This design comes from an exercise in tuning for small area on the open sky130 flow, not from production work. Only simulation tests tie the RTL to the original design; equivalence was not proved. Power is estimated from default activity; no workload was simulated.

### flow/flow/run.sh
#!/bin/bash
set -euo pipefail
export BUFFER_PORTS_ARGS="-buffer_cell sky130_fd_sc_hd__buf_1"
export CTS_ARGS="-sink_clustering_enable -repair_clock_nets -dont_use_dummy_load -buf_list sky130_fd_sc_hd__clkbuf_16 -sink_clustering_size 32 -sink_clustering_max_diameter 45"
bash standard.sh > standard.log 2>&1
### flow/standard.sh
#!/bin/bash
# synth_recipe.tcl (not shown) runs the flow's synth.tcl, then flattens the netlist and writes it again
# the make line also repeats each setting of config.mk as NAME=value (left out here)
make -C /OpenROAD-flow-scripts/flow DESIGN_CONFIG=/design/flow/config.mk WORK_HOME=/design/flow/orfs CLKGATE_MAP_FILE= SYNTH_SCRIPT=/design/flow/synth_recipe.tcl "${@:-finish}"
### flow/config.mk
export PLATFORM = sky130hd
export DESIGN_NAME = cnn_top
export DESIGN_NICKNAME = cnn_top
export VERILOG_FILES = /design/flow/design.v
export SDC_FILE = /design/flow/constraint.sdc
export NUM_CORES = 4
export LEC_CHECK = 0
export CAP_MARGIN = 20
export CORE_MARGIN = 2
export CORE_UTILIZATION = 60
export SLEW_MARGIN = 20
### flow/constraint.sdc
create_clock -name core_clock -period 10.0 [get_ports {clk}]
set_input_delay 2.0000 -clock core_clock [delete_from_list [all_inputs] [get_ports {clk}]]
set_output_delay 2.0000 -clock core_clock [all_outputs]
set_load 0.01 [all_outputs]
### flow/design.v
module cnn_mac (input logic [7:0] a, input logic [7:0] b, input logic [19:0] acc,
                input logic clr, output logic [19:0] q);
    logic p1;
    logic p2;
    logic p3;
    logic p4;
    logic p5;
    logic p6;
    logic p7;
    logic p8;
    logic p9;
    logic p10;
    logic p11;
    logic p12;
    logic p13;
    logic p14;
    logic p15;
    logic p16;
    logic p17;
    logic p18;
    logic p19;
    logic p20;
    logic p21;
    logic p22;
    logic p23;
    logic p24;
    logic p25;
    logic p26;
    logic p27;
    logic p28;
    logic p29;
    logic p30;
    logic p31;
    logic p32;
    logic p33;
    logic p34;
    logic p35;
    logic p36;
    logic p37;
    logic p38;
    logic p39;
    logic p40;
    logic p41;
    logic p42;
    logic p43;
    logic p44;
    logic p45;
    logic p46;
    logic p47;
    logic p48;
    logic p49;
    logic p50;
    logic p51;
    logic p52;
    logic p53;
    logic p54;
    logic p55;
    logic p56;
    logic p57;
    logic p58;
    logic p59;
    logic p60;
    logic p61;
    logic p62;
    logic p63;
    logic p64;
    logic p65;
    logic p66;
    logic p67;
    logic p68;
    logic p69;
    logic p70;
    logic p71;
    logic p72;
    logic p73;
    logic p74;
    logic p75;
    logic p76;
    logic p77;
    logic p78;
    logic p79;
    logic p80;
    logic p81;
    logic p82;
    logic p83;
    logic p84;
    logic s85;
    logic c86;
    logic s87;
    logic c88;
    logic s89;
    logic c90;
    logic s91;
    logic c92;
    logic s93;
    logic c94;
    logic s95;
    logic c96;
    logic s97;
    logic c98;
    logic s99;
    logic c100;
    logic s101;
    logic c102;
    logic s103;
    logic c104;
    logic s105;
    logic c106;
    logic s107;
    logic c108;
    logic s109;
    logic c110;
    logic s111;
    logic c112;
    logic s113;
    logic c114;
    logic s115;
    logic c116;
    logic s117;
    logic c118;
    logic s119;
    logic c120;
    logic s121;
    logic c122;
    logic s123;
    logic c124;
    logic s125;
    logic c126;
    logic s127;
    logic c128;
    logic s129;
    logic c130;
    logic s131;
    logic c132;
    logic s133;
    logic c134;
    logic s135;
    logic c136;
    logic s137;
    logic c138;
    logic s139;
    logic c140;
    logic s141;
    logic c142;
    logic s143;
    logic c144;
    logic s145;
    logic c146;
    logic s147;
    logic c148;
    logic s149;
    logic c150;
    logic s151;
    logic c152;
    logic s153;
    logic c154;
    logic s155;
    logic c156;
    logic s157;
    logic c158;
    logic s159;
    logic c160;
    logic s161;
    logic c162;
    logic s163;
    logic c164;
    logic s165;
    logic c166;
    logic s167;
    logic c168;
    logic s169;
    logic c170;
    logic s171;
    logic c172;
    logic s173;
    logic c174;
    logic s175;
    logic c176;
    logic s177;
    logic c178;
    logic s179;
    logic c180;
    logic s181;
    logic c182;
    logic s183;
    logic c184;
    logic s185;
    logic c186;
    logic s187;
    logic c188;
    logic s189;
    logic c190;
    logic s191;
    logic c192;
    logic s193;
    logic c194;
    logic s195;
    logic c196;
    logic s197;
    logic c198;
    logic s199;
    logic c200;
    logic s201;
    logic c202;
    logic s203;
    logic c204;
    logic s205;
    logic c206;
    logic s207;
    logic c208;
    logic r209;
    logic rc210;
    logic r211;
    logic rc212;
    logic r213;
    logic rc214;
    logic r215;
    logic rc216;
    logic r217;
    logic rc218;
    logic r219;
    logic rc220;
    logic r221;
    logic rc222;
    logic r223;
    logic rc224;
    logic r225;
    logic rc226;
    logic r227;
    logic rc228;
    logic r229;
    logic rc230;
    logic r231;
    logic rc232;
    logic r233;
    logic rc234;
    logic r235;
    logic rc236;
    logic r237;
    logic rc238;
    logic r239;
    logic rc240;
    logic r241;
    logic rc242;
    logic r243;
    logic rc244;
    logic r245;
    logic rc246;
    logic r247;
    logic rc248;
    assign p1 = (a[0] & b[0]);
    assign p2 = (acc[0] & ~clr);
    assign p3 = (a[0] & b[1]);
    assign p4 = (a[1] & b[0]);
    assign p5 = (acc[1] & ~clr);
    assign p6 = (a[0] & b[2]);
    assign p7 = (a[1] & b[1]);
    assign p8 = (a[2] & b[0]);
    assign p9 = (acc[2] & ~clr);
    assign p10 = (a[0] & b[3]);
    assign p11 = (a[1] & b[2]);
    assign p12 = (a[2] & b[1]);
    assign p13 = (a[3] & b[0]);
    assign p14 = (acc[3] & ~clr);
    assign p15 = (a[0] & b[4]);
    assign p16 = (a[1] & b[3]);
    assign p17 = (a[2] & b[2]);
    assign p18 = (a[3] & b[1]);
    assign p19 = (a[4] & b[0]);
    assign p20 = (acc[4] & ~clr);
    assign p21 = (a[0] & b[5]);
    assign p22 = (a[1] & b[4]);
    assign p23 = (a[2] & b[3]);
    assign p24 = (a[3] & b[2]);
    assign p25 = (a[4] & b[1]);
    assign p26 = (a[5] & b[0]);
    assign p27 = (acc[5] & ~clr);
    assign p28 = (a[0] & b[6]);
    assign p29 = (a[1] & b[5]);
    assign p30 = (a[2] & b[4]);
    assign p31 = (a[3] & b[3]);
    assign p32 = (a[4] & b[2]);
    assign p33 = (a[5] & b[1]);
    assign p34 = (a[6] & b[0]);
    assign p35 = (acc[6] & ~clr);
    assign p36 = ~(a[0] & b[7]);
    assign p37 = (a[1] & b[6]);
    assign p38 = (a[2] & b[5]);
    assign p39 = (a[3] & b[4]);
    assign p40 = (a[4] & b[3]);
    assign p41 = (a[5] & b[2]);
    assign p42 = (a[6] & b[1]);
    assign p43 = (a[7] & b[0]);
    assign p44 = (acc[7] & ~clr);
    assign p45 = ~(a[1] & b[7]);
    assign p46 = (a[2] & b[6]);
    assign p47 = (a[3] & b[5]);
    assign p48 = (a[4] & b[4]);
    assign p49 = (a[5] & b[3]);
    assign p50 = (a[6] & b[2]);
    assign p51 = (a[7] & b[1]);
    assign p52 = (acc[8] & ~clr);
    assign p53 = ~(a[2] & b[7]);
    assign p54 = (a[3] & b[6]);
    assign p55 = (a[4] & b[5]);
    assign p56 = (a[5] & b[4]);
    assign p57 = (a[6] & b[3]);
    assign p58 = (a[7] & b[2]);
    assign p59 = (acc[9] & ~clr);
    assign p60 = ~(a[3] & b[7]);
    assign p61 = (a[4] & b[6]);
    assign p62 = (a[5] & b[5]);
    assign p63 = (a[6] & b[4]);
    assign p64 = (a[7] & b[3]);
    assign p65 = (acc[10] & ~clr);
    assign p66 = ~(a[4] & b[7]);
    assign p67 = (a[5] & b[6]);
    assign p68 = (a[6] & b[5]);
    assign p69 = (a[7] & b[4]);
    assign p70 = (acc[11] & ~clr);
    assign p71 = ~(a[5] & b[7]);
    assign p72 = (a[6] & b[6]);
    assign p73 = (a[7] & b[5]);
    assign p74 = (acc[12] & ~clr);
    assign p75 = ~(a[6] & b[7]);
    assign p76 = (a[7] & b[6]);
    assign p77 = (acc[13] & ~clr);
    assign p78 = ~(a[7] & b[7]);
    assign p79 = (acc[14] & ~clr);
    assign p80 = (acc[15] & ~clr);
    assign p81 = (acc[16] & ~clr);
    assign p82 = (acc[17] & ~clr);
    assign p83 = (acc[18] & ~clr);
    assign p84 = (acc[19] & ~clr);
    assign s85 = p36 ^ p37;
    assign c86 = p36 & p37;
    assign s87 = p21 ^ p22;
    assign c88 = p21 & p22;
    cnn_fa u_s89 (.x(p28), .y(p29), .z(p30), .s(s89), .c(c90));
    assign s91 = p31 ^ p32;
    assign c92 = p31 & p32;
    cnn_fa u_s93 (.x(p38), .y(p39), .z(p40), .s(s93), .c(c94));
    cnn_fa u_s95 (.x(p41), .y(p42), .z(p43), .s(s95), .c(c96));
    assign s97 = 1'b1 ^ p44;
    assign c98 = 1'b1 & p44;
    cnn_fa u_s99 (.x(p45), .y(p46), .z(p47), .s(s99), .c(c100));
    cnn_fa u_s101 (.x(p48), .y(p49), .z(p50), .s(s101), .c(c102));
    cnn_fa u_s103 (.x(p51), .y(p52), .z(c86), .s(s103), .c(c104));
    cnn_fa u_s105 (.x(p53), .y(p54), .z(p55), .s(s105), .c(c106));
    cnn_fa u_s107 (.x(p56), .y(p57), .z(p58), .s(s107), .c(c108));
    cnn_fa u_s109 (.x(p60), .y(p61), .z(p62), .s(s109), .c(c110));
    assign s111 = p10 ^ p11;
    assign c112 = p10 & p11;
    cnn_fa u_s113 (.x(p15), .y(p16), .z(p17), .s(s113), .c(c114));
    assign s115 = p18 ^ p19;
    assign c116 = p18 & p19;
    cnn_fa u_s117 (.x(p23), .y(p24), .z(p25), .s(s117), .c(c118));
    cnn_fa u_s119 (.x(p26), .y(p27), .z(s87), .s(s119), .c(c120));
    cnn_fa u_s121 (.x(p33), .y(p34), .z(p35), .s(s121), .c(c122));
    cnn_fa u_s123 (.x(c88), .y(s89), .z(s91), .s(s123), .c(c124));
    cnn_fa u_s125 (.x(s85), .y(c90), .z(c92), .s(s125), .c(c126));
    cnn_fa u_s127 (.x(s93), .y(s95), .z(s97), .s(s127), .c(c128));
    cnn_fa u_s129 (.x(c94), .y(c96), .z(c98), .s(s129), .c(c130));
    cnn_fa u_s131 (.x(s99), .y(s101), .z(s103), .s(s131), .c(c132));
    cnn_fa u_s133 (.x(p59), .y(c100), .z(c102), .s(s133), .c(c134));
    cnn_fa u_s135 (.x(c104), .y(s105), .z(s107), .s(s135), .c(c136));
    cnn_fa u_s137 (.x(p63), .y(p64), .z(p65), .s(s137), .c(c138));
    cnn_fa u_s139 (.x(c106), .y(c108), .z(s109), .s(s139), .c(c140));
    cnn_fa u_s141 (.x(p66), .y(p67), .z(p68), .s(s141), .c(c142));
    cnn_fa u_s143 (.x(p69), .y(p70), .z(c110), .s(s143), .c(c144));
    cnn_fa u_s145 (.x(p71), .y(p72), .z(p73), .s(s145), .c(c146));
    assign s147 = p6 ^ p7;
    assign c148 = p6 & p7;
    cnn_fa u_s149 (.x(p12), .y(p13), .z(p14), .s(s149), .c(c150));
    cnn_fa u_s151 (.x(p20), .y(c112), .z(s113), .s(s151), .c(c152));
    cnn_fa u_s153 (.x(c114), .y(c116), .z(s117), .s(s153), .c(c154));
    cnn_fa u_s155 (.x(c118), .y(c120), .z(s121), .s(s155), .c(c156));
    cnn_fa u_s157 (.x(c122), .y(c124), .z(s125), .s(s157), .c(c158));
    cnn_fa u_s159 (.x(c126), .y(c128), .z(s129), .s(s159), .c(c160));
    cnn_fa u_s161 (.x(c130), .y(c132), .z(s133), .s(s161), .c(c162));
    cnn_fa u_s163 (.x(c134), .y(c136), .z(s137), .s(s163), .c(c164));
    cnn_fa u_s165 (.x(c138), .y(c140), .z(s141), .s(s165), .c(c166));
    cnn_fa u_s167 (.x(p74), .y(c142), .z(c144), .s(s167), .c(c168));
    cnn_fa u_s169 (.x(p75), .y(p76), .z(p77), .s(s169), .c(c170));
    assign s171 = p3 ^ p4;
    assign c172 = p3 & p4;
    cnn_fa u_s173 (.x(p8), .y(p9), .z(s147), .s(s173), .c(c174));
    cnn_fa u_s175 (.x(s111), .y(c148), .z(s149), .s(s175), .c(c176));
    cnn_fa u_s177 (.x(s115), .y(c150), .z(s151), .s(s177), .c(c178));
    cnn_fa u_s179 (.x(s119), .y(c152), .z(s153), .s(s179), .c(c180));
    cnn_fa u_s181 (.x(s123), .y(c154), .z(s155), .s(s181), .c(c182));
    cnn_fa u_s183 (.x(s127), .y(c156), .z(s157), .s(s183), .c(c184));
    cnn_fa u_s185 (.x(s131), .y(c158), .z(s159), .s(s185), .c(c186));
    cnn_fa u_s187 (.x(s135), .y(c160), .z(s161), .s(s187), .c(c188));
    cnn_fa u_s189 (.x(s139), .y(c162), .z(s163), .s(s189), .c(c190));
    cnn_fa u_s191 (.x(s143), .y(c164), .z(s165), .s(s191), .c(c192));
    cnn_fa u_s193 (.x(s145), .y(c166), .z(s167), .s(s193), .c(c194));
    cnn_fa u_s195 (.x(c146), .y(c168), .z(s169), .s(s195), .c(c196));
    cnn_fa u_s197 (.x(p78), .y(p79), .z(c170), .s(s197), .c(c198));
    assign s199 = 1'b1 ^ p80;
    assign c200 = 1'b1 & p80;
    assign s201 = 1'b1 ^ p81;
    assign c202 = 1'b1 & p81;
    assign s203 = 1'b1 ^ p82;
    assign c204 = 1'b1 & p82;
    assign s205 = 1'b1 ^ p83;
    assign c206 = 1'b1 & p83;
    assign s207 = 1'b1 ^ p84;
    assign c208 = 1'b1 & p84;
    assign r209 = p1 ^ p2;
    assign rc210 = p1 & p2;
    cnn_fa u_r211 (.x(p5), .y(s171), .z(rc210), .s(r211), .c(rc212));
    cnn_fa u_r213 (.x(c172), .y(s173), .z(rc212), .s(r213), .c(rc214));
    cnn_fa u_r215 (.x(c174), .y(s175), .z(rc214), .s(r215), .c(rc216));
    cnn_fa u_r217 (.x(c176), .y(s177), .z(rc216), .s(r217), .c(rc218));
    cnn_fa u_r219 (.x(c178), .y(s179), .z(rc218), .s(r219), .c(rc220));
    cnn_fa u_r221 (.x(c180), .y(s181), .z(rc220), .s(r221), .c(rc222));
    cnn_fa u_r223 (.x(c182), .y(s183), .z(rc222), .s(r223), .c(rc224));
    cnn_fa u_r225 (.x(c184), .y(s185), .z(rc224), .s(r225), .c(rc226));
    cnn_fa u_r227 (.x(c186), .y(s187), .z(rc226), .s(r227), .c(rc228));
    cnn_fa u_r229 (.x(c188), .y(s189), .z(rc228), .s(r229), .c(rc230));
    cnn_fa u_r231 (.x(c190), .y(s191), .z(rc230), .s(r231), .c(rc232));
    cnn_fa u_r233 (.x(c192), .y(s193), .z(rc232), .s(r233), .c(rc234));
    cnn_fa u_r235 (.x(c194), .y(s195), .z(rc234), .s(r235), .c(rc236));
    cnn_fa u_r237 (.x(c196), .y(s197), .z(rc236), .s(r237), .c(rc238));
    cnn_fa u_r239 (.x(c198), .y(s199), .z(rc238), .s(r239), .c(rc240));
    cnn_fa u_r241 (.x(c200), .y(s201), .z(rc240), .s(r241), .c(rc242));
    cnn_fa u_r243 (.x(c202), .y(s203), .z(rc242), .s(r243), .c(rc244));
    cnn_fa u_r245 (.x(c204), .y(s205), .z(rc244), .s(r245), .c(rc246));
    cnn_fa u_r247 (.x(c206), .y(s207), .z(rc246), .s(r247), .c(rc248));
    assign q = {r247, r245, r243, r241, r239, r237, r235, r233, r231, r229, r227, r225, r223, r221, r219, r217, r215, r213, r211, r209};
endmodule
module cnn_fa (input logic x, input logic y, input logic z, output logic s, output logic c);
    assign s = x ^ y ^ z;
    assign c = (x & y) | (x & z) | (y & z);
endmodule
`timescale 1ns/1ns
module cnn_top
(
    input  logic        clk,
    input  logic        reset,
    input  logic        load_req,
    input  logic [15:0] load_cmd,        
    output logic        load_ack,
    input  logic        run_req,
    output logic        run_ack,
    output logic [81:0] result           
);
    localparam logic [2:0] S_IDLE  = 3'd0;      
    localparam logic [2:0] S_CONV  = 3'd2;      
    localparam logic [2:0] S_CONV2 = 3'd3;      
    localparam logic [2:0] S_DENSE = 3'd4;
    localparam logic [2:0] S_FIN   = 3'd5;      
    localparam logic [2:0] S_ACK   = 3'd6;
    logic [2:0]  state;
    logic [5:0]  phi;
    logic [1:0]  ph;                         
    logic [1:0]  pl;                         
    logic [1:0]  cls;
    logic        wflag;                      
    logic [63:0][7:0] img;
    logic [8:0][7:0]  flt;
    logic [35:0][7:0] wts;
    logic [8:0][7:0]  fea;
    logic signed [19:0] scores [0:3];
    logic [1:0]  win_class;
    assign result = {win_class, scores[3], scores[2], scores[1], scores[0]};
    logic psi0;
    logic psi_end;
    logic t_last;                            
    assign psi0    = ph == 2'd0 && pl == 2'd0;
    assign psi_end = ph == 2'd2 && pl == 2'd2;
    assign t_last  = psi_end && cls == 2'd3 && phi == 6'd63;
    always_ff @(posedge clk or negedge reset)
    begin
        if (!reset)
        begin
            phi <= '0;
            ph  <= '0;
            pl  <= '0;
            cls <= '0;
        end
        else
        begin
            phi <= phi + 6'd1;
            if (pl == 2'd2)
            begin
                pl <= 2'd0;
                ph <= (ph == 2'd2) ? 2'd0 : ph + 2'd1;
            end
            else
            begin
                pl <= pl + 2'd1;
            end
            if (psi_end)
            begin
                cls <= cls + 2'd1;
            end
        end
    end
    logic [1:0] tgt;
    logic [5:0] addr;
    logic [7:0] din;
    logic [1:0] img_port;                    
    logic [3:0] psi;
    logic [5:0] a_d;                         
    logic       a_hit;                       
    logic [1:0] a_q;
    logic       pending;
    logic       wr_ok;
    logic       ack_ok;
    logic       hit_img, hit_flt, hit_wts, ignored, we;
    assign tgt  = load_cmd[15:14];
    assign addr = load_cmd[13:8];
    assign din  = load_cmd[7:0];
    assign img_port = {addr[5] ^ ~phi[5] ^ (addr[4] & ~phi[4]), addr[4] ^ ~phi[4]};
    assign psi   = {ph, 1'b0} + 4'(ph) + 4'(pl);
    assign a_d   = addr - 6'(psi);
    assign a_hit = a_d == 6'd0 || a_d == 6'd9 || a_d == 6'd18 || a_d == 6'd27;
    assign a_q   = a_d[4:3];
    assign hit_img = tgt == 2'd0 && addr[3:0] == phi[3:0];
    assign hit_flt = tgt == 2'd1 && a_d == 6'd0;
    assign hit_wts = tgt == 2'd2 && addr < 6'd36 && a_hit;
    assign ignored = tgt == 2'd3 || (tgt == 2'd1 && addr >= 6'd9)
                     || (tgt == 2'd2 && addr >= 6'd36);
    assign pending = load_req && !load_ack;
    assign ack_ok  = state == S_IDLE && !run_req;
    assign wr_ok   = ack_ok || state == S_ACK;      
    assign we      = pending && wr_ok;
    always_ff @(posedge clk or negedge reset)
    begin
        if (!reset)
        begin
            load_ack <= 1'b0;
            wflag    <= 1'b0;
        end
        else
        begin
            wflag <= pending && (wflag || (we && (hit_img || hit_flt || hit_wts)));
            if (pending && ack_ok && (hit_img || hit_flt || hit_wts || ignored || wflag))
            begin
                load_ack <= 1'b1;
            end
            else if (!load_req)
            begin
                load_ack <= 1'b0;
            end
        end
    end
    always_ff @(posedge clk)
    begin
        for (int p = 0; p < 64; p++)
        begin
            img[p] <= img[(p + 1) % 64];
        end
        for (int m = 0; m < 4; m++)
        begin
            if (we && hit_img && img_port == 2'(m))
            begin
                img[16*m + 15] <= din;
            end
        end
    end
    always_ff @(posedge clk)
    begin
        for (int p = 0; p < 8; p++)
        begin
            flt[p] <= flt[p + 1];
        end
        flt[8] <= (we && hit_flt) ? din : flt[0];
    end
    always_ff @(posedge clk)
    begin
        for (int p = 0; p < 36; p++)
        begin
            wts[p] <= wts[(p + 1) % 36];
        end
        for (int m = 0; m < 4; m++)
        begin
            if (we && hit_wts && a_q - cls == 2'(m + 1))
            begin
                wts[9*m + 8] <= din;
            end
        end
    end
    logic [7:0]  opa;                        
    logic [7:0]  opb;                        
    logic signed [19:0] sum;                 
    logic dense;
    logic idle;                              
    logic hold;                              
    logic upd;                               
    assign dense = state == S_DENSE;
    assign idle  = (state == S_CONV && cls[0]) || (state == S_CONV2 && !cls[0]);
    assign hold  = idle || state == S_FIN || state == S_ACK;
    always_comb
    begin
        if (dense || idle)
        begin
            opa = fea[0];
        end
        else
        begin
            opa = (ph == 2'd0) ? img[0] : (ph == 2'd1) ? img[5] : img[10];
        end
        if (dense)
        begin
            opb = wts[0];
        end
        else if (hold)
        begin
            opb = upd ? 8'hff : 8'h00;
        end
        else
        begin
            opb = flt[0];
        end
    end
    cnn_mac u_mac (.a(opa), .b(opb), .acc(scores[3]), .clr(psi0 && !hold), .q(sum));
    always_ff @(posedge clk)
    begin
        scores[3] <= sum;
    end
    logic [5:0] slot_o;
    logic [3:0] tgt_g;
    logic       tgt_first;                   
    logic [7:0] relu;
    assign slot_o = phi - 6'd8;
    assign tgt_g     = scores[2][3:0];
    assign tgt_first = scores[2][4];
    assign upd  = idle && tgt_g == {ph, pl};
    assign relu = scores[3][19] ? 8'd0 : (|scores[3][18:8]) ? 8'd255 : scores[3][7:0];
    always_ff @(posedge clk)
    begin
        for (int p = 0; p < 8; p++)
        begin
            fea[p] <= fea[p + 1];
        end
        if (upd && (tgt_first || !sum[19]))
        begin
            fea[8] <= relu;
        end
        else
        begin
            fea[8] <= fea[0];
        end
    end
    logic       cmp;
    logic [1:0] cmp_cls;
    logic [19:0] nbest;                      
    logic [20:0] gtc;                        
    logic [19:0] ca;
    logic [19:0] cb;
    assign cmp     = (dense && psi0 && cls != 2'd0) || state == S_FIN;
    assign cmp_cls = cls - 2'd1;
    assign nbest   = ~((scores[0] & {20{win_class == 2'd0}}) | (scores[1] & {20{win_class == 2'd1}})
                       | (scores[2] & {20{win_class[1]}}));
    assign ca     = {~scores[3][19], scores[3][18:0]};
    assign cb     = {~nbest[19], nbest[18:0]};
    assign gtc[0] = 1'b0;
    for (genvar i = 0; i < 20; i++)
    begin : g_gt
        assign gtc[i + 1] = (ca[i] & cb[i]) | (ca[i] & gtc[i]) | (cb[i] & gtc[i]);
    end
    always_ff @(posedge clk)
    begin
        if ((state == S_CONV || state == S_CONV2) && psi_end)
        begin
            scores[2][3:0] <= {slot_o[5:4], slot_o[2:1]};
            scores[2][4]   <= !slot_o[3] && !slot_o[0];
        end
        if (cmp)
        begin
            for (int q = 0; q < 3; q++)
            begin
                if (cmp_cls == 2'(q))
                begin
                    scores[q] <= scores[3];
                end
            end
            if (cmp_cls == 2'd0 || gtc[20])
            begin
                win_class <= cmp_cls;
            end
        end
    end
    assign run_ack = state == S_ACK;
    always_ff @(posedge clk or negedge reset)
    begin
        if (!reset)
        begin
            state   <= S_IDLE;
        end
        else
        begin
            case (state)
                S_IDLE:
                begin
                    if (run_req && t_last)
                    begin
                        state <= S_CONV;
                    end
                end
                S_CONV:
                begin
                    if (t_last)
                    begin
                        state <= S_CONV2;
                    end
                end
                S_CONV2:
                begin
                    if (t_last)
                    begin
                        state <= S_DENSE;
                    end
                end
                S_DENSE:
                begin
                    if (psi_end && cls == 2'd3)
                    begin
                        state <= S_FIN;
                    end
                end
                S_FIN:
                begin
                    state <= S_ACK;
                end
                default:
                begin
                    if (!run_req)
                    begin
                        state <= S_IDLE;
                    end
                end
            endcase
        end
    end
endmodule
==> impl_metrics.json, run 1 <==
{
  "cts_sinks": 1043,
  "drt-pass1-iter-count": 5,
  "drive_gt1_share_pct": 11.11,
  "ys_top_cells_by_area": "dfxtp_1 (71%), edfxtp_1 (6.3%), fa_1 (5.1%), mux2_2 (2.1%), dfrtp_1 (1.6%)",
  "syn_nets": 1853,
  "hpwl_mm": 30.12,
  "max_stage_delay_ps": 540,
  "drv_slew": 0,
  "gp_congestion": 0.8426,
  "synth_cell_types": 60,
  "reg2reg_depth": 33,
  "post-place-ws_ps": 54.29,
  "synth_top_cell_area_share_pct": 71.49,
  "crit_slowest_cell": "fa_1",
  "regToRegSetupSlack_ps": 380,
  "grt_usage_pct": 19.33,
  "syn_avg_cell_area_sq_um": 15.60,
  "multiInputGateArea_sq_um": 5220,
  "wl_mm": 43.94,
  "io_pins": 104,
  "nNetsFinal": 2034,
  "ir_drop_mv": 0.1875,
  "postCtsHoldBufs": 0,
  "relSlewSlack_pct": 35.57,
  "yosysSeqAreaShare_pct": 79.37,
  "nFillCells": 3126,
  "max_cap_viol_count": 0,
  "grt_pass1_vias": 12130,
  "endpoint_kind": "flip-flop",
  "synth.cells.most_frequent": "dfxtp_1 (969), inv_1 (77), nor2_1 (73)",
  "finalSetupTns_ps": 0,
  "hold-path-cell-count": 0,
  "drtIter0Drc": 696,
  "core_area_sq_um": 44410,
  "status": "timing/DRC/antenna clean",
  "final_cells": 2512,
  "pwr-share-comb_pct": 7.5,
  "synth_area_sq_um": 27130,
  "rr_endpoint": "fea[67]",
  "power_uw": 7422,
  "cp.required_ps": 10460,
  "vias": 12110,
  "overflow": 0,
  "finalHoldViolCount": 0,
  "synth_seq_cells": 1043,
  "post_drt_wl_per_cell_um": 17.49,
  "die_area_sq_um": 46940,
  "start_kind": "flip-flop",
  "rr_startpoint": "state[0]",
  "cts_buffers": 69,
  "die_x_um": 216.7,
  "die_h_um": 216.7,
  "htree_levels": 3,
  "p_per_area_nw_per_um2": 246.0,
  "power_frac_seq_pct": 59.8,
  "intPower_uw": 5775,
  "finalClockSkew_ps": 77.04,
  "worstPathArrival_ps": 10080,
  "fin_crit_sh_pct": 96.19,
  "synth_ff_type": "dfxtp_1",
  "rows": 77,
  "clkPwrFrac_pct": 32.7,
  "synth_top_cell_by_area": "dfxtp_1",
  "root_buffer": "clkbuf_16",
  "worstMarginPinSlew_ps": 966.5,
  "drc": 0,
  "hold_class": "flip-flop to flip-flop",
  "worstSkewPairLatency_ps": 620,
  "fin_ws_ps": 380.9,
  "min_period_ps": 9619,
  "antenna_found_initial": 3,
  "placed_cells": 2439,
  "fmax_mhz": 104.0,
  "crit_top_cell": "fa_1",
  "crit_type": "flip-flop to flip-flop",
  "p_sw_share_pct": 22.19,
  "utilization_pct": 67.93,
  "via_per_inst": 4.820,
  "async_flop_share_pct": 1.630,
  "grt_pass1_wl_mm": 68.88,
  "ant_nets": 0,
  "portBuffers": 103,
  "syn_to_final_growth_pct": 11.19,
  "grt_max_degree": 32,
  "syn_inst": 1739,
  "cts_tree": "done",
  "clk_path_buf_depth": 3,
  "crit_path_end": "fea[67]",
  "start_util_pct": 61.09,
  "setup_violations": 0,
  "yosysWarnings": 3,
  "cts.clk_slew.worst_paths_ps": 80,
  "crit_start": "state[0]",
  "synth_most_common_cell": "dfxtp_1",
  "area.sequential_sq_um": 21540,
  "cp_max_fo": 8,
  "p_sw_uw": 1647,
  "p_leak_uw": 0.01234,
  "synth_edf_count": 57
}
[sequential cells by signal, summed over array words and instances, names as in the netlist]
register   cells
fea           72
cls            2
load_ack       1
state          3
scores        80
phi            6
win_class      2
pl             2
img          512
flt           72
ph             2
wts          288
wflag          1
[cell families after synthesis]
kind of cell / count (synthesis) / synth area share (%)
compound gates: 134 / 2.914
xor+xnor: 27 / 0.9499
fa+ha+maj: 100 / 6.465
buf+inv: 105 / 1.545
flops: 1043 / 79.37
mux: 117 / 4.957
simple gates: 213 / 3.800
[power groups by stage]
stage | sequential [uW] | combinational, uW | clock [uW]
after floorplan | 4490 | 353 | 0
after global placement | 4530 | 544 | 0
after detailed placement | 4530 | 552 | 0
after CTS | 4440 | 555 | 2490
after global routing | 4460 | 639 | 2640
final | 4440 | 554 | 2430
[critical path, delay by kind of cell, from the launching register on]
kind,cells,cell delay [ps]
flops,1,400
mux,1,300
fa+ha+maj,18,6560
buf+inv,6,580
compound gates,5,1200
xor+xnor,1,70
simple gates,2,390
[how the worst min path moves through the flow]
stage               startpoint  slack, ps        to
floorplan               fea[8]        310    fea[0]
global placement       img[34]        310   img[26]
detailed placement     flt[71]        310   flt[63]
CTS                    img[32]        270   img[24]
global route          img[337]        280  img[329]
finish                 img[32]        280   img[24]
[layout make-up]
type	count	area share, %
Tap cell	592	2.455
Inverter	78	0.9704
Sequential cell	1043	71.39
Clock buffer	69	5.723
Antenna cell	2	0.01659
Timing Repair Buffer	137	2.140
Multi-Input combinational cell	591	17.30
[metrics by stage]
stage          hold WS [ps]  instance area (sq um)
2_1_floorplan         309.6                  27130
3_3_place_gp          309.6                  28370
3_5_place_dp          312.1                  28370
4_1_cts               274.8                  30100
5_1_grt               278.8                  30170
6_report              276.9                  30170
[metal layers]
metal	GRT usage (%)	up-vias	routed length (um)
met1	27.00	5824	21040
met2	29.96	247	19670
met4	6.758	4	1258
li1	-	5946	-
met3	4.407	88	1951
met5	0	-	23
[cell usage in the layout, fill, tap and decap left out, types with 29 or more instances in the layout]
cell       synthesis  routed
mux2_2            50      50
buf_4              1      33
buf_1              3     103
nand2_1           48      48
edfxtp_1          57      57
dfxtp_1          969     969
mux2i_1           29      29
clkbuf_16          0      69
nor2_1            73      72
inv_1             77      77
a21oi_1           68      62
fa_1              69      69
[repair_timing]
action / CTS / global route
setup endpoints to repair: 0 / 8
setup buffers: 0 / 0
resized for setup: 0 / 16
==> inputs of run 2 (changes only) <==
==> flow/flow/run.sh (replaced) <==
#!/bin/bash
set -euo pipefail
export BUFFER_PORTS_ARGS="-buffer_cell sky130_fd_sc_hd__buf_1"
export CTS_ARGS="-sink_clustering_enable -repair_clock_nets -dont_use_dummy_load -buf_list sky130_fd_sc_hd__clkbuf_8 -sink_clustering_size 18 -sink_clustering_max_diameter 80"
bash standard.sh > standard.log 2>&1
==> run 2 against run 1 <==
Worst setup slack improved by 89 ps; first-iteration DRC count unchanged; maximum frequency is 0.94% higher; critical path depth shrank 1; sequential share of layout area is 1.7 points higher; synthesized area stayed put; cell area down 2.4%; still clean; total power shrank 8.9%.
==> impl_metrics.json, run 2 <==
{
  "status": "timing/DRC/antenna clean",
  "min_period_ps": 9530,
  "cp_max_fo": 13,
  "relSlewSlack_pct": 36.25,
  "syn_avg_cell_area_sq_um": 15.60,
  "rows": 77,
  "regMostFlops": "img",
  "finalClockSkew_ps": 111.5,
  "ir_drop_mv": 0.2189,
  "hold-path-cell-count": 0,
  "synth.cells.most_frequent": "dfxtp_1 (969), inv_1 (77), nor2_1 (73)",
  "top_regs": "img x512, wts x288, scores x80",
  "fin_crit_sh_pct": 95.30,
  "grt_usage_pct": 19.07,
  "yosysSeqAreaShare_pct": 79.37,
  "synth-compound-area-share_pct": 2.914,
  "drt-pass1-iter-count": 5,
  "regToRegSetupSlack_ps": 470,
  "cts_buffers": 70,
  "antenna_found_initial": 3,
  "drtIter0Drc": 696,
  "grt_pass1_wl_mm": 68.01,
  "synth_top_cell_area_share_pct": 71.49,
  "hpwl_mm": 30.12,
  "dpl_cell_area_sq_um": 28370,
  "via_per_inst": 4.788,
  "synth-simple-area-share_pct": 3.800,
  "cts.clk_slew.worst_paths_ps": 100,
  "worstMarginPinSlew_ps": 956.3,
  "overflow": 0,
  "core_area_sq_um": 44410,
  "synth_top_family_by_area": "adder cells",
  "synth_adder_area_share_pct": 6.465,
  "hold_class": "flip-flop to flip-flop",
  "synth_seq_cells": 1043,
  "drv_slew": 0,
  "start_kind": "flip-flop",
  "synth_most_common_cell": "dfxtp_1",
  "rr_startpoint": "state[1]",
  "setup_violations": 0,
  "hold_end": "fea[63]",
  "clk_path_buf_depth": 3,
  "synth_area_sq_um": 27130,
  "endpoint_kind": "flip-flop",
  "synth_ff_type": "dfxtp_1",
  "syn_nets": 1853,
  "async_flop_share_pct": 1.630,
  "fmax_mhz": 104.9,
  "crit_top_cell": "fa_1",
  "syn_to_final_growth_pct": 8.572,
  "synth_xor_xnor_area_share_pct": 0.9499,
  "hold_start": "fea[71]",
  "gp_congestion": 0.8426,
  "final_area_sq_um": 29460,
  "die_area_sq_um": 46940,
  "finalHoldViolCount": 0,
  "final_cell_mix": "dfxtp_1 (969), buf_1 (103), inv_1 (76), nor2_1 (72), clkbuf_8 (70)",
  "htree_levels": 3,
  "vias": 12040,
  "max_cap_viol_count": 0,
  "crit_type": "flip-flop to flip-flop",
  "postCtsHoldBufs": 0,
  "start_util_pct": 61.09,
  "drive_gt1_share_pct": 11.45,
  "worstSkewPairLatency_ps": 660,
  "nNetsFinal": 2038,
  "largest_reg_flops": 512,
  "post_drt_wl_per_cell_um": 17.22,
  "cts_sinks": 1043,
  "root_buffer": "clkbuf_8",
  "drc": 0,
  "max_stage_delay_ps": 540,
  "crit_slowest_cell": "fa_1",
  "worstPathArrival_ps": 9970,
  "p_per_area_nw_per_um2": 229.5,
  "grt_pass1_vias": 12080,
  "cts_tree": "done",
  "synth_cell_types": 60,
  "p_leak_uw": 0.01201,
  "power_uw": 6761,
  "cp.required_ps": 10440,
  "grt_max_degree": 25,
  "wl_mm": 43.32,
  "die_x_um": 216.7,
  "io_pins": 104,
  "rr_endpoint": "fea[71]",
  "synthMuxAreaShare_pct": 4.957,
  "portBuffers": 103,
  "synth_edf_count": 57,
  "die_h_um": 216.7,
  "ys_top_cells_by_area": "dfxtp_1 (71%), edfxtp_1 (6.3%), fa_1 (5.1%), mux2_2 (2.1%), dfrtp_1 (1.6%)",
  "syn_inst": 1739,
  "yosysWarnings": 3,
  "reg2reg_depth": 32,
  "mostFrequentLayoutCell": "dfxtp_1",
  "ant_nets": 0,
  "synth_top_cell_by_area": "dfxtp_1"
}
## run 2: worst max-delay path: cells and delay by family (launching register included)
family	cells	cell delay, ps
flops	1	500
buf+inv	5	420
fa+ha+maj	18	6520
mux	1	280
xor+xnor	1	70
simple gates	3	740
compound gates	4	790
## run 2: worst max path at each step
stage	from	end
detailed placement	state[1]	fea[67]
CTS	state[1]	fea[71]
global placement	state[1]	fea[67]
finish	state[1]	fea[71]
global route	cls[0]	fea[71]
floorplan	cls[0]	fea[64]
## run 2: power by group
| part | internal [uW] | switching, uW |
|---|---|---|
| sequential | 4320 | 123 |
| combinational | 241 | 324 |
| clock | 632 | 1130 |
| total | 5190 | 1570 |
## run 2: per-stage QoR
stage | util, % | hold WS [ps] | std cells | TNS, ps | setup slack [ps]
6_report | 66.33 | 255.0 | 2515 | 0 | 470.4
5_1_grt | 66.32 | 239.2 | 2514 | -29.46 | -29.46
4_1_cts | 66.07 | 256.0 | 2509 | 0 | 81.93
3_5_place_dp | 63.89 | 312.1 | 2439 | 0 | 54.29
3_3_place_gp | 63.89 | 309.6 | 2439 | 0 | 243.2
2_1_floorplan | - | 309.6 | 1739 | 0 | 380.2
## run 2: cell type report
type                            count  area (sq um)
Clock buffer                       70         963.4
Fill cell                        3249         14950
Sequential cell                  1043         21540
Antenna cell                        1         2.502
Multi-Input combinational cell    591          5253
Tap cell                          592         740.7
Timing Repair Buffer              140         668.1
Inverter                           78         292.8
## run 2: layer usage
metal / global-route usage (%) / share of wire [%] / vias to the layer above
li1: - / - / 5931
met1: 26.86 / 49 / 5808
met2: 29.15 / 44 / 224
met3: 3.846 / 4.3 / 77
met4: 7.831 / 3.0 / 2
met5: 0 / 0.030 / -
## run 2: kinds of logic (layout without fill, tap and decap cells)
family | Yosys count | count (layout)
adders and majority gates | 100 | 100
other | 0 | 1
muxes | 117 | 117
and+or+nand+nor | 213 | 213
buffers and inverters | 105 | 288
DFF | 1043 | 1043
AOI/OAI and AO/OA | 134 | 134
xor gates and xnor gates | 27 | 27
## run 2: timing repair
item                                    CTS  global route
buffers inserted                          0             3
gates resized for setup                   2            20
pin swaps                                 0             2
endpoints found under the setup margin    1             8
==> inputs of run 3 (changes only) <==
==> flow/flow/run.sh (replaced) <==
#!/bin/bash
set -euo pipefail
export BUFFER_PORTS_ARGS="-buffer_cell sky130_fd_sc_hd__buf_1"
export CTS_ARGS="-sink_clustering_enable -repair_clock_nets -dont_use_dummy_load -buf_list sky130_fd_sc_hd__clkbuf_8 -sink_clustering_size 18 -sink_clustering_max_diameter 60"
export GPL_KEEP_OVERFLOW=0
bash standard.sh > standard.log 2>&1
==> run 3 against run 2 <==
Sequential share of layout area grew 0.13 points; wire length is 1.3% higher; combinational power increased by 5.1%; via count decreased by 0.40%; sequential power about the same; clock skew up 6.8 ps; clock power is essentially flat; critical path depth shrank 1; count of clock-buffer cells in the layout unchanged; largest power group unchanged.
==> impl_metrics.json, run 3 <==
{
  "status": "timing/DRC/antenna clean",
  "synth_edf_count": 57,
  "via_per_inst": 4.790,
  "top_regs": "img x512, wts x288, scores x80",
  "setup_violations": 0,
  "crit_slowest_cell": "dfrtp_4",
  "cts_sinks": 1043,
  "synth_top_cell_area_share_pct": 71.49,
  "drt-pass1-iter-count": 7,
  "hpwl_mm": 29.77,
  "overflow": 0,
  "final_cells": 2504,
  "crit_type": "flip-flop to flip-flop",
  "synth_most_common_cell": "dfxtp_1",
  "hold_class": "flip-flop to flip-flop",
  "regMostFlops": "img",
  "vias": 11990,
  "rows": 77,
  "largest_reg_flops": 512,
  "p_per_area_nw_per_um2": 231.2,
  "utilization_pct": 66.25,
  "drc": 0,
  "relSlewSlack_pct": 27.06,
  "drive_gt1_share_pct": 11.42,
  "core_area_sq_um": 44410,
  "cts.clk_slew.worst_paths_ps": 100,
  "synth_area_sq_um": 27130,
  "drv_slew": 0,
  "die_h_um": 216.7,
  "dpl_cell_area_sq_um": 28150,
  "endpoint_kind": "flip-flop",
  "start_util_pct": 61.09,
  "ir_drop_mv": 0.1751,
  "worstPathArrival_ps": 10190,
  "grt_max_degree": 26,
  "grt_usage_pct": 19.09,
  "finalSetupTns_ps": 0,
  "synth_top_cell_by_area": "dfxtp_1",
  "synth_cell_types": 60,
  "async_flop_share_pct": 1.630,
  "root_buffer": "clkbuf_8",
  "synth_ff_type": "dfxtp_1",
  "post_drt_wl_per_cell_um": 17.52,
  "syn_to_final_growth_pct": 8.443,
  "cp_top_family": "adder cells",
  "yosysSeqAreaShare_pct": 79.37,
  "start_kind": "flip-flop",
  "portBuffers": 103,
  "syn_avg_cell_area_sq_um": 15.60,
  "crit_top_cell": "fa_1",
  "cts_tree": "done",
  "placed_cells": 2408,
  "cp.required_ps": 10520,
  "drtIter0Drc": 719,
  "max_stage_delay_ps": 540,
  "antenna_found_initial": 2,
  "cts_buffers": 70,
  "final_cell_mix": "dfxtp_1 (969), buf_1 (102), inv_1 (75), nor2_1 (71), clkbuf_8 (70)",
  "yosysWarnings": 3,
  "gp_congestion": 0.8502,
  "p_leak_uw": 0.01195,
  "clk_path_buf_depth": 3,
  "grt_pass1_vias": 11990,
  "die_x_um": 216.7,
  "cp_max_fo": 8,
  "syn_inst": 1739,
  "max_cap_viol_count": 0,
  "fmax_mhz": 103.4,
  "grt_pass1_wl_mm": 67.74,
  "nFillCells": 3256,
  "ys_top_cells_by_area": "dfxtp_1 (71%), edfxtp_1 (6.3%), fa_1 (5.1%), mux2_2 (2.1%), dfrtp_1 (1.6%)",
  "synth_seq_cells": 1043,
  "synth.cells.most_frequent": "dfxtp_1 (969), inv_1 (77), nor2_1 (73)",
  "ant_nets": 0,
  "worstMarginPinSlew_ps": 1094,
  "final_area_sq_um": 29420,
  "io_pins": 104,
  "die_area_sq_um": 46940,
  "worstSkewPairLatency_ps": 670,
  "wl_mm": 43.88,
  "finalHoldViolCount": 0,
  "finalClockSkew_ps": 118.3,
  "nNetsFinal": 2025,
  "fin_crit_sh_pct": 96.74,
  "mostFrequentLayoutCell": "dfxtp_1",
  "cp_num_buf_inv": 4,
  "htree_levels": 3,
  "min_period_ps": 9674,
  "syn_nets": 1853,
  "rsz0062_at_grt": "false"
}
run 3: cell counts after synthesis:
No cell type changed its count.
run 3: through the flow:
step / total power (uW) / setup WS [ps] / hold slack [ps]
global placement: 5041 / -692.7 / 309.7
CTS: 6816 / 45.16 / 266.1
finish: 6803 / 325.9 / 271.1
floorplan: 4847 / 380.2 / 309.6
global route: 7104 / 13.27 / 281.6
detailed placement: 5057 / -515.3 / 312.1
run 3: routing by layer:
| layer | vias up | part of all wire [%] | GRT usage, % |
|---|---|---|---|
| met5 | - | 0 | 0 |
| met4 | 0 | 2.8 | 7.626 |
| met3 | 86 | 5.2 | 3.958 |
| met2 | 255 | 43 | 28.82 |
| met1 | 5740 | 49 | 27.23 |
| li1 | 5913 | - | - |
run 3: cell type report:
type / instances / area (sq um) / share of cell area, %
flip-flops and latches: 1043 / 21550 / 73.24
multi-input cells: 591 / 5301 / 18.02
clock buffers: 70 / 963.4 / 3.274
well taps: 592 / 740.7 / 2.517
repair buffers: 127 / 568.0 / 1.931
inverters: 78 / 292.8 / 0.9950
diodes: 3 / 7.507 / 0.02551
run 3: where the power goes:
group	internal [uW]	total [uW]	leakage, uW	switching, uW
combinational	254	594	0.00290	340
sequential	4320	4450	0.00855	133
clock	632	1760	0.000503	1130
run 3: path summary, 6_finish.rpt:
check	slack, ps	depth (start not counted)	to	start
max	330	31	fea[70]	ph[0]
min	270	0	flt[9]	flt[17]
max reg2reg	330	31	fea[70]	ph[0]
min reg2reg	270	0	flt[9]	flt[17]
max in group asynchronous	8280	1	ph[1]	reset
min in group asynchronous	1300	1	ph[0]	reset
run 3: logic make-up (layout without fill, tap and decap cells):
logic type / count (synthesis) / in the layout / synth area share (%)
xor gates and xnor gates: 27 / 27 / 0.9499
adders and majority gates: 100 / 100 / 6.465
and+or+nand+nor: 213 / 213 / 3.800
AOI/OAI and AO/OA: 134 / 134 / 2.914
muxes: 117 / 117 / 4.957
other: 0 / 3 / 0
DFF: 1043 / 1043 / 79.37
buffers and inverters: 105 / 275 / 1.545
run 3: repair_timing:
item                                    CTS  global route
hold buffers                              0             0
endpoints found under the setup margin    8             8
gates resized for setup                  14            22
setup buffers                             2            21
pin swaps                                 0             7
run 3: worst reg2reg max path, delay by kind of cell, from the launching register on:
| family | cells | cell delay [ps] |
|---|---|---|
| AOI/OAI and AO/OA | 3 | 550 |
| and+or+nand+nor | 3 | 770 |
| adders and majority gates | 18 | 6670 |
| DFF | 1 | 540 |
| muxes | 1 | 350 |
| buffers and inverters | 4 | 270 |
| xor gates and xnor gates | 2 | 390 |
==> inputs of run 4 (changes only) <==
==> flow/flow/run.sh (replaced) <==
#!/bin/bash
set -euo pipefail
export BUFFER_PORTS_ARGS="-buffer_cell sky130_fd_sc_hd__buf_1"
export CTS_ARGS="-sink_clustering_enable -repair_clock_nets -dont_use_dummy_load -buf_list sky130_fd_sc_hd__clkbuf_8 -sink_clustering_size 18 -sink_clustering_max_diameter 60"
bash standard.sh > standard.log 2>&1
==> run 4 against run 3 <==
Critical path type unchanged; critical endpoint is now fea[71]; critical path depth up 1; wire length down 1.3%; flip-flop and latch count unchanged; worst hold slack worse by 32 ps; sequential share of layout area down 0.22 points; largest power group unchanged; core utilization up 0.17 points.
==> impl_metrics.json, run 4 <==
{
  "rows": 77,
  "largest_reg_flops": 512,
  "clk_path_buf_depth": 3,
  "start_util_pct": 61.09,
  "rr_endpoint": "fea[71]",
  "post_drt_wl_per_cell_um": 17.20,
  "synth_area_sq_um": 27130,
  "drv_slew": 0,
  "synth_top_cell_area_share_pct": 71.49,
  "synth_top_family_by_area": "adder cells",
  "portBuffers": 103,
  "die_h_um": 216.7,
  "ir_drop_mv": 0.2189,
  "cp_top_family": "adder cells",
  "finalSetupTns_ps": 0,
  "cp_max_fo": 8,
  "via_per_inst": 4.794,
  "grt_pass1_vias": 12040,
  "grt_max_degree": 25,
  "status": "timing/DRC/antenna clean",
  "cts.clk_slew.worst_paths_ps": 100,
  "yosysWarnings": 3,
  "relSlewSlack_pct": 35.60,
  "start_kind": "flip-flop",
  "p_leak_uw": 0.01203,
  "drc": 0,
  "regToRegSetupSlack_ps": 450,
  "top_layer_used": "met5",
  "postCtsHoldBufs": 0,
  "cts_sinks": 1043,
  "top_regs": "img x512, wts x288, scores x80",
  "wl_met2_mm": 19.12,
  "worstMarginPinSlew_ps": 966.0,
  "mostFrequentLayoutCell": "dfxtp_1",
  "drt-pass1-iter-count": 5,
  "gp_congestion": 0.8426,
  "hold_class": "flip-flop to flip-flop",
  "setup_violations": 0,
  "hold_start": "fea[71]",
  "cp.required_ps": 10440,
  "wl_met1_mm": 20.95,
  "hold_end": "fea[63]",
  "wl_met3_mm": 1.937,
  "crit_type": "flip-flop to flip-flop",
  "async_flop_share_pct": 1.630,
  "crit_top_cell": "fa_1",
  "synth-simple-area-share_pct": 3.800,
  "synth_adder_area_share_pct": 6.465,
  "antenna_found_initial": 3,
  "synth_seq_cells": 1043,
  "hold-path-cell-count": 0,
  "ant_nets": 0,
  "syn_nets": 1853,
  "max_cap_viol_count": 0,
  "grt_pass1_wl_mm": 67.82,
  "finalHoldViolCount": 0,
  "cts_buffers": 72,
  "fin_crit_sh_pct": 95.51,
  "hold_ws_ps": 238.8,
  "hpwl_mm": 30.12,
  "root_buffer": "clkbuf_8",
  "syn_to_final_growth_pct": 8.725,
  "wl_mm": 43.28,
  "syn_avg_cell_area_sq_um": 15.60,
  "synth_top_cell_by_area": "dfxtp_1",
  "reg2reg_depth": 32,
  "synth_xor_xnor_area_share_pct": 0.9499,
  "overflow": 0,
  "ys_top_cells_by_area": "dfxtp_1 (71%), edfxtp_1 (6.3%), fa_1 (5.1%), mux2_2 (2.1%), dfrtp_1 (1.6%)",
  "synthMuxAreaShare_pct": 4.957,
  "synth_edf_count": 57,
  "die_area_sq_um": 46940,
  "drive_gt1_share_pct": 11.64,
  "cts_tree": "done",
  "regMostFlops": "img",
  "io_pins": 104,
  "syn_inst": 1739,
  "die_x_um": 216.7,
  "fmax_mhz": 104.7,
  "dpl_cell_area_sq_um": 28370,
  "p_per_area_nw_per_um2": 229.8,
  "nNetsFinal": 2040,
  "vias": 12070,
  "synth_cell_types": 60,
  "endpoint_kind": "flip-flop",
  "cp_num_buf_inv": 5,
  "drtIter0Drc": 624,
  "finalClockSkew_ps": 116.2,
  "synth_most_common_cell": "dfxtp_1",
  "final_cell_mix": "dfxtp_1 (969), buf_1 (103), inv_1 (76), clkbuf_8 (72), nor2_1 (71)",
  "crit_slowest_cell": "fa_1",
  "grt_usage_pct": 19.00,
  "worstSkewPairLatency_ps": 670,
  "synth-compound-area-share_pct": 2.914,
  "min_period_ps": 9551,
  "htree_levels": 3,
  "final_area_sq_um": 29500,
  "core_area_sq_um": 44410,
  "rr_startpoint": "pl[1]",
  "synth.cells.most_frequent": "dfxtp_1 (969), inv_1 (77), nor2_1 (73)",
  "max_stage_delay_ps": 540,
  "worstPathArrival_ps": 9990,
  "yosysSeqAreaShare_pct": 79.37,
  "synth_ff_type": "dfxtp_1"
}
## run 4: cell types whose count changed in the layout (fill, tap and decap cells not counted), moves of 2 or more
cell	delta
buf_4	+12
dfrtp_1	+4
a21oi_1	+2
clkbuf_8	+2
dfrtp_2	-2
dfrtp_4	-2
diode_2	-2
## run 4: cells by family (layout without fill, tap and decap cells)
family | count (synthesis) | in the layout
flops | 1043 | 1043
simple gates | 213 | 213
compound gates | 134 | 134
mux | 117 | 117
buf+inv | 105 | 290
fa+ha+maj | 100 | 100
xor+xnor | 27 | 27
other cells | 0 | 1
## run 4: stage by stage
| stage | cells | setup WS (ps) | utilization, % | total power (uW) |
|---|---|---|---|---|
| 3_3_place_gp | 2439 | 243.2 | 63.89 | 5075 |
| 6_report | 2517 | 448.9 | 66.42 | 6781 |
| 4_1_cts | 2511 | 0.2984 | 66.13 | 6843 |
| 2_1_floorplan | 1739 | 380.2 | - | 4847 |
| 5_1_grt | 2516 | -35.79 | 66.42 | 7103 |
| 3_5_place_dp | 2439 | 54.29 | 63.89 | 5086 |
## run 4: routing by layer
layer  vias to the layer above  global-route usage [%]
met5                         -                       0
met4                         2                   7.534
met3                        79                   3.930
met2                       228                   29.25
met1                      5820                   26.64
li1                       5938                       -
## run 4: repair_timing
action | CTS | global route
gates cloned | 0 | 0
setup buffers | 0 | 3
gates resized for setup | 1 | 24
pin swaps | 0 | 3
setup endpoints to repair | 1 | 8
## run 4: worst max path at each step
stage,from,end,slack [ps],cells past startpoint
after floorplan,cls[0],fea[64],380,34
after global placement,state[1],fea[67],240,31
after detailed placement,state[1],fea[67],50,31
after CTS,state[1],fea[71],0.3,32
after global routing,state[0],fea[71],-40,39
final,pl[1],fea[71],450,32
## run 4: layout make-up
cell class                 instances  area [sq um]
antenna                            1         2.502
sequential                      1043         21540
inverter                          78         292.8
clock buffer                      72         991.0
multi-input combinational        591          5265
fill                            3232         14910
tap                              592         740.7
timing repair buffer             140         668.1
## run 4: where the power goes
group,total [uW],switching [uW],internal (uW),leakage (uW)
Clock,1770,1130,649,0.000518
Combinational,567,325,241,0.00295
Sequential,4440,123,4320,0.00856
Total,6780,1570,5210,0.0120
## run 4: worst reg2reg max path, delay by kind of cell, from the launching register on
kind	cells	cell delay [ps]
AO/OA/AOI/OAI	3	660
XOR/XNOR	2	240
adder cells (fa/ha/maj)	18	6570
buffers and inverters	5	420
flip-flops	1	470
multiplexers	1	280
AND/OR/NAND/NOR	3	720
==> inputs of run 5 (changes only) <==
==> flow/flow/run.sh (replaced) <==
#!/bin/bash
# The standard layout (standard.sh, ORFS) with these changes:
# - input and output ports are buffered with the smallest buffer;
# - clock tree synthesis uses clkbuf_8 sink clusters and no dummy loads;
# - after floorplan, OpenROAD's restructure re-maps the combinational logic for
#   area (flow/restructure.tcl); registers are kept as synthesized.
# The make output goes to standard.log; each ORFS step keeps its own log.
set -euo pipefail
here=$(pwd)
export BUFFER_PORTS_ARGS="-buffer_cell sky130_fd_sc_hd__buf_1"
export CTS_ARGS="-sink_clustering_enable -repair_clock_nets -dont_use_dummy_load -buf_list sky130_fd_sc_hd__clkbuf_8 -sink_clustering_size 18 -sink_clustering_max_diameter 60"
export POST_FLOORPLAN_TCL="$here/flow/restructure.tcl"
export GPL_KEEP_OVERFLOW=0
bash standard.sh > standard.log 2>&1
==> flow/flow/restructure.tcl (new file) <==
# Area recovery after floorplan: re-map the combinational logic with ABC for
# area (OpenROAD restructure). Registers are not touched.
set lib_in [lindex $::env(LIB_FILES) 0]
set work $::env(RESULTS_DIR)/restructure
file mkdir $work
set lib_out $work/lib_dont_use.lib

# a copy of the library with the platform's don't-use cells marked dont_use,
# so that ABC leaves them out
set fh [open $lib_in r]
set text [read $fh]
close $fh
set out ""
set pos 0
foreach {whole name} [regexp -all -inline -indices {cell\s*\(\s*"?([A-Za-z0-9_]+)"?\s*\)\s*\{} $text] {
  set end [lindex $whole 1]
  set cell [string range $text [lindex $name 0] [lindex $name 1]]
  append out [string range $text $pos $end]
  foreach pattern $::env(DONT_USE_CELLS) {
    if { [string match $pattern $cell] } {
      append out "\n    dont_use : true;"
      break
    }
  }
  set pos [expr {$end + 1}]
}
append out [string range $text $pos end]
set fh [open $lib_out w]
puts -nonewline $fh $out
close $fh

set tielo "[lindex $::env(TIELO_CELL_AND_PORT) 0]/[lindex $::env(TIELO_CELL_AND_PORT) 1]"
set tiehi "[lindex $::env(TIEHI_CELL_AND_PORT) 0]/[lindex $::env(TIEHI_CELL_AND_PORT) 1]"
report_design_area
restructure -target area -liberty_file $lib_out -tielo_port $tielo -tiehi_port $tiehi \
  -work_dir $work
report_design_area
==> run 5 against run 4 <==
Sequential power increased by 2%; still clean on timing, DRC and antenna; worst hold slack improved by 36 ps; clock power about the same; global-route usage increased by 1.0 points; critical path type unchanged.
==> impl_metrics.json, run 5 <==
{
  "drc": 0,
  "grt_max_degree": 29,
  "max_stage_delay_ps": 570,
  "drv_slew": 0,
  "fmax_mhz": 112.2,
  "cp_max_fo": 14,
  "syn_avg_cell_area_sq_um": 15.60,
  "clkPwrFrac_pct": 17.8,
  "cp.required_ps": 10560,
  "synth_xor_xnor_area_share_pct": 0.9499,
  "largest_reg_flops": 512,
  "status": "timing/DRC/antenna clean",
  "async_flop_share_pct": 1.630,
  "p_sw_share_pct": 35.83,
  "syn_inst": 1739,
  "power_uw": 9909,
  "synth_edf_count": 57,
  "rows": 77,
  "top_regs": "img x512, wts x288, scores x80",
  "relSlewSlack_pct": 31.94,
  "grt_pass1_vias": 13290,
  "synth_cell_types": 60,
  "synth_ff_type": "dfxtp_1",
  "synth_top_cell_area_share_pct": 71.49,
  "hold_class": "flip-flop to flip-flop",
  "cts.clk_slew.worst_paths_ps": 110,
  "start_kind": "flip-flop",
  "vias": 14160,
  "die_area_sq_um": 46940,
  "die_x_um": 216.7,
  "min_period_ps": 8912,
  "setup_violations": 0,
  "drive_gt1_share_pct": 4.271,
  "nNetsFinal": 2176,
  "synth_adder_area_share_pct": 6.465,
  "synth_top_cell_by_area": "dfxtp_1",
  "io_pins": 104,
  "wl_mm": 46.06,
  "synth-simple-area-share_pct": 3.800,
  "htree_levels": 3,
  "synth_seq_cells": 1043,
  "worstMarginPinSlew_ps": 1021,
  "p_per_area_nw_per_um2": 343.1,
  "synth-compound-area-share_pct": 2.914,
  "final_cell_mix": "dfxtp_1 (969), nor2_1 (176), o21ai_0 (108), buf_1 (102), clkinv_1 (98)",
  "syn_to_final_growth_pct": 6.447,
  "yosysSeqAreaShare_pct": 79.37,
  "ir_drop_mv": 0.3576,
  "crit_type": "flip-flop to flip-flop",
  "endpoint_kind": "flip-flop",
  "pwr-share-comb_pct": 36.4,
  "synth_top_family_by_area": "adder cells",
  "p_sw_uw": 3550,
  "start_util_pct": 61.09,
  "hpwl_mm": 31.27,
  "overflow": 0,
  "clk_path_buf_depth": 3,
  "grt_usage_pct": 20.03,
  "gp_congestion": 0.8806,
  "crit_top_cell": "nor2_1",
  "grt_pass1_wl_mm": 72.26,
  "portBuffers": 103,
  "ant_nets": 0,
  "root_buffer": "clkbuf_8",
  "cts_sinks": 1043,
  "regMostFlops": "img",
  "intPower_uw": 6358,
  "cts_buffers": 70,
  "core_area_sq_um": 44410,
  "cts_tree": "done",
  "post_drt_wl_per_cell_um": 16.76,
  "synth_most_common_cell": "dfxtp_1",
  "mostFrequentLayoutCell": "dfxtp_1",
  "p_leak_uw": 0.01082,
  "yosysWarnings": 3,
  "worstPathArrival_ps": 9470,
  "die_h_um": 216.7,
  "hold_ws_ps": 275.0,
  "via_per_inst": 5.151,
  "fin_crit_sh_pct": 89.12,
  "power_frac_seq_pct": 45.9,
  "drtIter0Drc": 1004,
  "synthMuxAreaShare_pct": 4.957,
  "max_cap_viol_count": 0,
  "synth_area_sq_um": 27130,
  "finalClockSkew_ps": 92.75,
  "worstSkewPairLatency_ps": 670,
  "drt-pass1-iter-count": 6,
  "finalHoldViolCount": 0,
  "antenna_found_initial": 5,
  "syn_nets": 1853,
  "crit_slowest_cell": "dfrtp_1",
  "dpl_cell_area_sq_um": 27840,
  "synth.cells.most_frequent": "dfxtp_1 (969), inv_1 (77), nor2_1 (73)",
  "ys_top_cells_by_area": "dfxtp_1 (71%), edfxtp_1 (6.3%), fa_1 (5.1%), mux2_2 (2.1%), dfrtp_1 (1.6%)",
  "final_area_sq_um": 28880
}
-- run 5: changes by cell type in the layout (fill, tap and decap cells not counted), moves of 28 or more --
cell       change
mux2_2        -50
inv_1         -76
o21ai_0       +88
o2bb2ai_1     +63
mux2i_1       -29
buf_4         -31
clkinv_1      +97
o22ai_1       +86
nor2_1       +105
fa_1          -69
or2_0         +28
-- run 5: worst paths after layout --
check | from | to | slack, ps | cells past startpoint
hold / removal | flt[15] | flt[7] | 270 | 0
hold reg to reg | flt[15] | flt[7] | 270 | 0
min in group asynchronous | reset | load_ack | 1260 | 1
setup reg to reg | ph[0] | fea[66] | 1090 | 46
max in group asynchronous | reset | state[1] | 8360 | 1
setup / recovery | ph[0] | fea[66] | 1090 | 46
-- run 5: power groups by stage --
stage	logic, uW	clock network (uW)	registers (uW)
2_1_floorplan	353	0	4490
3_3_place_gp	3430	0	4630
3_5_place_dp	3530	0	4640
4_1_cts	3540	1830	4550
5_1_grt	4160	1970	4570
6_report	3600	1760	4550
-- run 5: logic make-up (layout without fill, tap and decap cells) --
kind of cell             after synthesis  after routing
multiplexers                         117              0
AO/OA/AOI/OAI                        134            456
XOR/XNOR                              27              9
flip-flops                          1043           1043
adder cells (fa/ha/maj)              100              0
AND/OR/NAND/NOR                      213            366
other                                  0              3
buffers and inverters                105            280
-- run 5: metal layers --
metal	up-vias	track usage (%)	share of wire, %
li1	7145	-	-
met1	6551	29.38	50
met2	367	29.19	41
met3	96	4.618	6.0
met4	2	7.283	2.9
met5	-	0	0.028
-- run 5: layout make-up --
cell class	count	area (sq um)
Inverter	99	375.4
Multi-Input combinational cell	831	4793
Fill cell	3317	15530
Tap cell	592	740.7
Timing Repair Buffer	111	466.7
Sequential cell	1043	21540
Clock buffer	70	963.4
Antenna cell	3	7.507
-- run 5: repair_timing --
item                                    4_1_cts  5_1_grt
endpoints found under the setup margin        0        9
hold buffers                                  0        0
resized for setup                             0       12
setup buffers                                 0        1
endpoints found under the hold margin         0        0
-- run 5: worst max-delay path, delay by kind of cell (launching register included) --
| family | cells | cell delay, ps |
|---|---|---|
| DFF | 1 | 570 |
| and+or+nand+nor | 22 | 3370 |
| xor gates and xnor gates | 1 | 150 |
| AOI/OAI and AO/OA | 20 | 3890 |
| buffers and inverters | 3 | 800 |
-- run 5: stage by stage --
stage	std cells	setup slack [ps]	setup TNS, ps	utilization [%]
global route	2748	-28.71	-101.0	65.03
global placement	2668	237.3	0	62.50
finish	2749	1088	0	65.03
floorplan	1739	380.2	0	-
detailed placement	2674	213.5	0	62.68
CTS	2744	142.3	0	64.84
==> inputs of run 6 (changes only) <==
--- a/flow/flow/run.sh
+++ b/flow/flow/run.sh
@@ -10,5 +10,4 @@
 export BUFFER_PORTS_ARGS="-buffer_cell sky130_fd_sc_hd__buf_1"
 export CTS_ARGS="-sink_clustering_enable -repair_clock_nets -dont_use_dummy_load -buf_list sky130_fd_sc_hd__clkbuf_8 -sink_clustering_size 18 -sink_clustering_max_diameter 60"
 export POST_FLOORPLAN_TCL="$here/flow/restructure.tcl"
-export GPL_KEEP_OVERFLOW=0
 bash standard.sh > standard.log 2>&1
--- a/flow/config.mk
+++ b/flow/config.mk
@@ -8,4 +8,5 @@
 export CAP_MARGIN = 20
 export CORE_MARGIN = 2
 export CORE_UTILIZATION = 60
+export GPL_TIMING_DRIVEN = 0
 export SLEW_MARGIN = 20
==> run 6 against run 5 <==
Global-route usage shrank 0.59 points; critical path type unchanged; clock skew shrank 26 ps; core utilization up 0.13 points; via count fell by 0.25%; still clean on timing, DRC and antenna.
==> impl_metrics.json, run 6 <==
{
  "ir_drop_mv": 0.3303,
  "hold_class": "flip-flop to flip-flop",
  "overflow": 0,
  "hold_start": "img[463]",
  "grt_max_degree": 29,
  "hpwl_mm": 30.20,
  "async_flop_share_pct": 1.630,
  "intPower_uw": 6358,
  "drc": 0,
  "finalClockSkew_ps": 66.71,
  "finalHoldViolCount": 0,
  "worstPathArrival_ps": 9500,
  "clkPwrFrac_pct": 17.7,
  "max_cap_viol_count": 0,
  "gp_congestion": 0.8524,
  "start_util_pct": 61.09,
  "pwr-share-comb_pct": 36.3,
  "power_frac_seq_pct": 46.0,
  "ys_top_cells_by_area": "dfxtp_1 (71%), edfxtp_1 (6.3%), fa_1 (5.1%), mux2_2 (2.1%), dfrtp_1 (1.6%)",
  "grt_pass1_vias": 13240,
  "grt_pass1_wl_mm": 70.71,
  "drt-pass1-iter-count": 5,
  "worstMarginPinSlew_ps": 1041,
  "grt_usage_pct": 19.44,
  "cts_tree": "done",
  "min_period_ps": 8943,
  "core_area_sq_um": 44410,
  "die_area_sq_um": 46940,
  "cts_sinks": 1043,
  "nNetsFinal": 2184,
  "synth_ff_type": "dfxtp_1",
  "status": "timing/DRC/antenna clean",
  "setup_violations": 0,
  "relSlewSlack_pct": 30.62,
  "crit_type": "flip-flop to flip-flop",
  "syn_inst": 1739,
  "crit_start": "ph[0]",
  "post-place-ws_ps": -395.3,
  "synth_edf_count": 57,
  "syn_to_final_growth_pct": 6.654,
  "io_pins": 104,
  "start_kind": "flip-flop",
  "via_per_inst": 5.121,
  "largest_reg_flops": 512,
  "die_h_um": 216.7,
  "yosysSeqAreaShare_pct": 79.37,
  "final_cell_mix": "dfxtp_1 (969), nor2_1 (176), buf_1 (106), o21ai_0 (106), clkinv_1 (96)",
  "vias": 14130,
  "fmax_mhz": 111.8,
  "syn_avg_cell_area_sq_um": 15.60,
  "drive_gt1_share_pct": 4.672,
  "antenna_found_initial": 5,
  "synth_top_cell_by_area": "dfxtp_1",
  "yosysWarnings": 3,
  "crit_top_cell": "nor2_1",
  "dpl_cell_area_sq_um": 27860,
  "endpoint_kind": "flip-flop",
  "post_drt_wl_per_cell_um": 16.15,
  "cp_max_fo": 14,
  "root_buffer": "clkbuf_8",
  "cp.required_ps": 10550,
  "synth_cell_types": 60,
  "syn_nets": 1853,
  "regMostFlops": "img",
  "portBuffers": 103,
  "mostFrequentLayoutCell": "dfxtp_1",
  "fin_ws_ps": 1057,
  "drtIter0Drc": 966,
  "synth_top_cell_area_share_pct": 71.49,
  "clk_path_buf_depth": 3,
  "wl_mm": 44.56
}
## run 6: cell counts after synthesis
No cell type changed its count.
## run 6: per-layer routing
metal	vias to the layer above	global-route usage, %	share of wire [%]
met5	-	0	0.036
met4	2	6.689	2.5
met3	78	4.323	5.0
met2	303	28.66	42
met1	6580	28.48	50
li1	7162	-	-
## run 6: worst paths after layout
path	end	slack (ps)	depth (start not counted)
min	img[455]	290	0
max reg2reg	fea[64]	1060	46
min reg2reg	img[455]	290	0
max in group asynchronous	cls[1]	8340	1
min in group asynchronous	load_ack	1270	1
max	fea[64]	1060	46
## run 6: timing repair
action | in CTS | in global routing
setup buffers | 0 | 6
setup endpoints to repair | 8 | 9
hold buffers | 0 | 0
resized for setup | 2 | 17
pin swaps | 0 | 1
cloned | 0 | 0
## run 6: critical path: cells and delay by family, from the launching register on
kind,cells,cell delay (ps)
flops,1,720
simple gates,21,2670
xor+xnor,1,150
compound gates,21,4590
buf+inv,3,730
## run 6: through the flow
step                      hold slack (ps)  instances  utilization (%)  setup TNS, ps  power (uW)
final                               285.7       2758            65.16              0        9895
after global routing                270.4       2755            65.14         -96.96       10710
after global placement              309.5       2672            62.54          -2054        8022
after CTS                           271.9       2748            64.89              0        9908
after floorplan                     309.6       1739                -              0        4847
after detailed placement            312.1       2679            62.73          -2884        8156
## run 6: final cells by class
cell class | count | area (sq um)
inverters | 99 | 379.1
multi-input cells | 831 | 4808
flip-flops and latches | 1043 | 21540
diodes | 4 | 10.01
plain buffers | 4 | 15.01
clock buffers | 69 | 949.7
well taps | 592 | 740.7
repair buffers | 116 | 500.5
fillers | 3422 | 15470
## run 6: kinds of logic (layout without fill, tap and decap cells)
logic type               after synthesis  after routing  share of synthesized area (%)
AO/OA/AOI/OAI                        134            456                          2.914
XOR/XNOR                              27              9                         0.9499
adder cells (fa/ha/maj)              100              0                          6.465
buffers and inverters                105            288                          1.545
flip-flops                          1043           1043                          79.37
multiplexers                         117              0                          4.957
other                                  0              4                              0
AND/OR/NAND/NOR                      213            366                          3.800
## run 6: power groups by stage
stage               Combinational, uW  Clock, uW  Sequential, uW
floorplan                         353          0            4490
global placement                 3390          0            4630
detailed placement               3510          0            4650
CTS                              3530       1830            4550
global route                     4160       1970            4570
finish                           3600       1750            4550

Check on run 6: ideal ports give 1.057 ns setup slack; a clkbuf_16 on the clock port and buf_2 on the inputs give 1.057 ns; moving port delays by the midpoint clock arrival (0.683 ns) as well gives 1.057 ns.
